From an optimization exercise on the open Yosys and OpenROAD flow, aimed at small area and a short achievable clock period; shortcuts taken in it are not production practice.
In this exercise RTL edits were held to simulation tests only and were not proved equivalent to the original.
Power is estimated from default activity; no workload was simulated.

$ cat run.sh
#!/bin/bash
# synth_recipe.tcl (not shown) runs the flow's synth.tcl, then flattens the netlist and writes it again
# the make line also repeats each setting of config.mk as NAME=value (left out here)
make -C /OpenROAD-flow-scripts/flow DESIGN_CONFIG=/design/flow/config.mk WORK_HOME=/design/flow/orfs CLKGATE_MAP_FILE= SYNTH_SCRIPT=/design/flow/synth_recipe.tcl finish
$ cat config.mk
export PLATFORM = sky130hd
export DESIGN_NAME = dm_stage
export DESIGN_NICKNAME = dm_stage
export VERILOG_FILES = /design/flow/design.v
export SDC_FILE = /design/flow/constraint.sdc
export NUM_CORES = 4
export LEC_CHECK = 0
export CAP_MARGIN = 20
export CORE_MARGIN = 2
export CORE_UTILIZATION = 40
export SETUP_SLACK_MARGIN = 1.0
export SLEW_MARGIN = 20
$ cat constraint.sdc
create_clock -name core_clock -period 5.0 [get_ports {sig_clk}]
set_input_delay 1.0000 -clock core_clock [delete_from_list [all_inputs] [get_ports {sig_clk}]]
set_output_delay 1.0000 -clock core_clock [all_outputs]
set_load 0.01 [all_outputs]
$ cat design.v
module dm_stage (
  input  logic       sig_clk,
  input  logic       sig_rst,
  input  logic [7:0] EX_data_result,
  input  logic [7:0] EX_data_reg,
  input  logic [1:0] EX_addr_reg,
  input  logic [1:0] EX_sig_ctrl_DM,
  input  logic       EX_sig_ctrl_RF,
  input  logic [7:0] IO_data_in,
  input  logic       IO_sig_ready,
  output logic [7:0] RF_data_wr,
  output logic [1:0] RF_addr_wr,
  output logic       RF_sig_wr,
  output logic [7:0] IO_data_out,
  output logic       IO_sig_valid,
  output logic       PL_sig_stall
);
  logic [7:0] ram_r [0:255];
  logic       is_load_s;
  logic       is_store_s;
  logic       ram_we_s;
  logic [7:0] load_data_s;
  logic [7:0] wb_data_s;
  logic       wb_en_s;
  logic [7:0] rf_data_r;
  logic [1:0] rf_addr_r;
  logic       rf_wr_r;
  always_comb begin
    is_load_s  = 1'b0;
    is_store_s = 1'b0;
    case (EX_sig_ctrl_DM)
      2'b01:   is_load_s  = 1'b1;
      2'b10:   is_store_s = 1'b1;
      default: begin
        is_load_s  = 1'b0;
        is_store_s = 1'b0;
      end
    endcase
  end
  typedef enum logic {ST_IDLE = 1'b0, ST_FULL = 1'b1} port_state_e;
  port_state_e state_r;
  port_state_e state_nxt_s;
  logic [7:0]  io_data_r;
  logic        io_store_s;
  logic        io_accept_s;
  logic        stall_s;
  logic        io_valid_s;
  assign io_valid_s = (state_r == ST_FULL);
  always_comb begin
    io_store_s  = is_store_s && (EX_data_result == 8'hFF);
    ram_we_s    = is_store_s && (EX_data_result < 8'hFE);
    stall_s     = io_store_s && io_valid_s && !IO_sig_ready;
    io_accept_s = io_store_s && !stall_s;
    if (EX_data_result == 8'hFE) begin
      load_data_s = IO_data_in;
    end else if (EX_data_result == 8'hFF) begin
      load_data_s = {7'b0000000, io_valid_s};
    end else begin
      load_data_s = ram_r[EX_data_result];
    end
  end
  always_comb begin
    state_nxt_s = state_r;
    case (state_r)
      ST_IDLE: begin
        if (io_accept_s) state_nxt_s = ST_FULL;
        else             state_nxt_s = ST_IDLE;
      end
      ST_FULL: begin
        if (io_accept_s)       state_nxt_s = ST_FULL;
        else if (IO_sig_ready) state_nxt_s = ST_IDLE;
        else                   state_nxt_s = ST_FULL;
      end
      default: state_nxt_s = ST_IDLE;
    endcase
  end
  always_ff @(posedge sig_clk or posedge sig_rst) begin
    if (sig_rst) begin
      state_r   <= ST_IDLE;
      io_data_r <= 8'h00;
    end else begin
      state_r <= state_nxt_s;
      if (io_accept_s) io_data_r <= EX_data_reg;
    end
  end
  assign IO_data_out  = io_data_r;
  assign IO_sig_valid = io_valid_s;
  assign PL_sig_stall = stall_s;
  always_comb begin
    wb_data_s = is_load_s ? load_data_s : EX_data_result;
    wb_en_s   = EX_sig_ctrl_RF && !is_store_s;
  end
  always_ff @(posedge sig_clk) begin
    if (ram_we_s) ram_r[EX_data_result] <= EX_data_reg;
  end
  always_ff @(posedge sig_clk or posedge sig_rst) begin
    if (sig_rst) begin
      rf_data_r <= 8'h00;
      rf_addr_r <= 2'b00;
      rf_wr_r   <= 1'b0;
    end else begin
      rf_data_r <= wb_data_s;
      rf_addr_r <= EX_addr_reg;
      rf_wr_r   <= wb_en_s;
    end
  end
  assign RF_data_wr = rf_data_r;
  assign RF_addr_wr = rf_addr_r;
  assign RF_sig_wr  = rf_wr_r;
endmodule
==> results by group <==
Setup path
  – WP data required: 4000 ps
  – Reg-to-Reg End: rf_data_r[6]
  – CP startpoint: EX_data_result[2]
  – CP startpoint kind: input port
  – Reg2Reg Setup Slack: 1840 ps
  – Critical path type: in2out
  – Crit-path max cell delay: 530 ps
  – CP Capture Type: output pin
  – Slowest stage cell, crit path: clkdlybuf4s50_1
  – WP buf/inv: 3
  – Worst reg2reg path startpoint: ram_r[246][6]
  – Arrival time worst endpoint: 2930 ps
  – CP Cell Sequence: buf_6, and2_2, and3_1, nand2_1, nor3_1, buf_4, clkdlybuf4s50_1
  – Crit Path Max Fanout: 23
  – Crit path max-delay family: buffers and inverters
  – Reg2reg path depth: 9

Routing
  – Via density: 5.94
  – Wire per inst: 32.9 um
  – DR pass1 iterations: 5
  – # DRC: 0
  – Met3 WL: 21400 um
  – Metal-1 WL: 91800 um
  – Antenna-violating nets left: 0
  – Drt total wl: 233000 um
  – DR iter-0 viols: 5949
  – Max Used Layer: met4
  – Routed wl met2: 108000 um
  – Routed vias: 42100

STA
  – Finish-stage setup viols: 0
  – Relative slew slack: 23.4%
  – Setup TNS: 0 ps
  – Setup ws final: 1070 ps
  – Slew Viols, Final: 0
  – Tightest Pin Transition: 1140 ps
  – Tcrit/Tclk final: 78.6%
  – Endpoints failing hold: 0
  – Setup Skew: 41.2 ps
  – Final min period: 3930 ps
  – F_max: 254 MHz
  – Unrepaired setup endpoints after global routing: no

Die
  – Die area: 0.205 mm^2
  – Initial Utilization: 40.3%
  – Core area: 0.200 mm^2
  – # IOs: 53
  – Die W: 453 um
  – Row cnt: 164
  – Die height: 453 um

Clocking
  – CTS Buf Count: 204
  – Root Driver: clkbuf_16
  – Clock sink total: 2068
  – CTS tree: done
  – Worst-Skew Late Latency: 860 ps
  – H-Tree Depth: 4
  – Clk slew on worst S/H paths: 60 ps
  – Longest Clk Path Bufs: 3
  – Hold buffer count at cts: 0

Logic synthesis
  – Dominant synthesized flop cell: edfxtp_1
  – Ys Warns: 1
  – Mux share of post-synthesis cell area: 16.0%
  – Synth top area cells: edfxtp_1 76%, mux4_2 15%, nor2_1 1.4%
  – Avg Cell Area, Syn: 21.4 um^2
  – Register area share after synthesis: 76.9%
  – Post-Synth Adder-Cell Area: 0%
  – Post-synthesis compound-gate area fraction: 2.20%
  – Post-Synth Simple-Gate Area: 3.27%
  – Yosys reg bits: 2068
  – Post-synth top area share: 76.3%
  – Post-synthesis instance area: 0.0806 mm^2
  – XOR/XNOR Fraction of Synth Area: 0%
  – Ys async rst share: 0.967%
  – Netlist cell types: 70
  – Mapped Cells: 3764
  – Post-synth top area cell: edfxtp_1
  – Post-synth EDFFs: 2048
  – Main combinational cell family by area after synthesis: multiplexers

Global route
  – GRT Total Usage: 22.6%
  – GR Overflow Total: 0
  – First-pass GRT wire length: 327000 um
  – Initial antenna violation count: 1
  – Number of global-route vias before repair: 41500
  – Pin count of the biggest net entering global routing: 135

Layout
  – Filler cell count: 16500
  – Layout area overhead: 16.6%
  – Layout cells sized above 1: 29.8%
  – Non-filler instance count after layout: 7087
  – Net count, final: 4283
  – Final core utilization: 47.0%

Place
  – Placed insts: 6699
  – Pre-CTS worst setup slack: 140 ps
  – HPWL Detailed: 152000 um
  – Placer Congestion: 0.943
  – Number of buffers added on ports: 52

Pwr
  – Leakage Power: 29.8 nW
  – Tot Pwr: 36.6 mW
  – Pwr Density: 389 mW/mm^2
  – VDD IR max: 0.000344 V

Run status
  – Status: timing/DRC/antenna clean

Worst hold path
  – Worst hold start: io_data_r[1]
  – Worst min-delay path category: reg2reg
  – WHS Path Cells: 1
  – Hold EP: io_data_r[1]

Job
  – Max cap viols: 0
==> synthesized netlist by cell type (all sizes together) (3+ instances only) <==
cell type,instances
a21oi,42
nand2,120
mux2i,90
a311oi,4
nand3b,3
nand4b,3
nor4bb,6
a31oi,10
nor3b,5
and2,6
nor4,4
buf,162
nand4,19
nor2b,21
a22oi,79
a32oi,5
and3,9
o32ai,4
and4b,4
o21ai,19
o211ai,7
a211oi,13
a221oi,10
mux2,16
nor2,301
a2111oi,9
nand2b,8
and4,3
o21a,3
a221o,5
edfxtp,2048
mux4,524
o2111ai,5
nand3,41
clkbuf,73
dfrtp,20
a22o,8
nor3,13
nor4b,7
o22ai,8
==> cells by family (layout without fill, tap and decap cells) <==
group,after synthesis,in the layout
other cells,1,19
compound gates,246,246
buf+inv,238,887
simple gates,581,581
flops,2068,2068
mux,630,630
==> worst max-delay path by stage <==
stage                          to  slack, ps  depth (start not counted)
floorplan           ram_r[220][0]       1440                         10
global placement     rf_data_r[6]        160                         12
detailed placement   rf_data_r[6]        140                         12
CTS                  PL_sig_stall       1010                          6
global route         PL_sig_stall       1010                          7
finish               PL_sig_stall       1070                          7
==> where the power goes <==
| part | total, mW | switching (mW) | internal, mW |
|---|---|---|---|
| combinational | 1.91 | 1.23 | 0.682 |
| clock | 15.5 | 6.66 | 8.88 |
| sequential | 19.1 | 0.0319 | 19.1 |
==> per-stage QoR <==
stage | area [um^2] | hold WS, ps
floorplan | 80600 | 551
global placement | 87000 | 492
detailed placement | 87000 | 500
CTS | 93900 | 513
global route | 93900 | 522
finish | 93900 | 506
==> layer usage <==
metal  up-vias  GRT usage, %
met5         -             0
met1     22700          31.4
met4         0          9.95
met3       427          4.72
met2      2268          34.7
li1      16700             -
==> layout make-up <==
cell class / count / area (um^2) / share of cell area, %
timing repair buffer: 501 / 4360 / 4.64
inverter: 3 / 16.3 / 0.0173
clock buffer: 261 / 5440 / 5.79
clock inverter: 122 / 1360 / 1.44
antenna: 3 / 7.51 / 0.00799
tap: 2656 / 3320 / 3.54
multi-input combinational: 1473 / 17400 / 18.6
sequential: 2068 / 62000 / 66.0
==> registers in the layout (all words and copies together), names as in the netlist <==
name and flops:
io_data_r 8, ram_r 2048, rf_addr_r 2, rf_data_r 8, rf_wr_r 1, state_r 1
==> worst reg2reg max path, delay by kind of cell, from the launching register on <==
| kind | cells | cell delay (ps) |
|---|---|---|
| AOI/OAI and AO/OA | 3 | 1180 |
| muxes | 2 | 930 |
| buffers and inverters | 2 | 450 |
| DFF | 1 | 360 |
| and+or+nand+nor | 2 | 140 |
==> what timing repair did <==
item,4_1_cts,5_1_grt
resized for setup,8,3
endpoints found under the setup margin,1,1
setup buffers,0,0
pin swaps,0,0
gates cloned,0,1
==> cell usage in the layout (no fill, tap or decap), types with 6 or more instances in the layout <==
cell type           n
a2111oi_0           6
a211oi_1           13
a21oi_1            42
a221oi_1           10
a22o_1              8
a22oi_1            79
a31oi_1            10
and3_1              9
buf_12             32
buf_4             417
bufinv_16          22
clkbuf_1           49
clkbuf_16         209
clkbuf_8           12
clkdlybuf4s50_1    36
clkinv_1           46
clkinv_16           6
clkinv_2           32
conb_1             16
dfrtp_1            20
edfxtp_1         2048
mux2_2             16
mux2i_1            90
mux4_2            524
nand2_1           120
nand2b_1            8
nand3_1            41
nand4_1            19
nor2_1            299
nor2b_1            17
nor3_1             13
o211ai_1            7
o21ai_0            17
o22ai_1             8

==> static timing again, ports no longer ideal <==
The flow's constraints put no driver on any port. The routed layout listed below was extracted and timed again, unchanged, in two steps.
Step 1: set_driving_cell puts a clkbuf_16 on sig_clk and a buf_2 on each other input, an assumption about the parent block.
Step 2 also shifts input and output timing later by t, the mid clock arrival at the registers, as if the neighbouring blocks saw the same clock.
Slacks: ideal / step 1 / step 2; pairs: ideal / step 1.
t (ns): 0.936
setup WS [ns]: 1.070 / 1.028 / 0.231
worst data-port slew with drivers (ns): 0.07
After both steps setup and hold are still met in this run. The setup slack of this run moves by -0.042 ns with the drivers and by -0.839 ns with both steps.
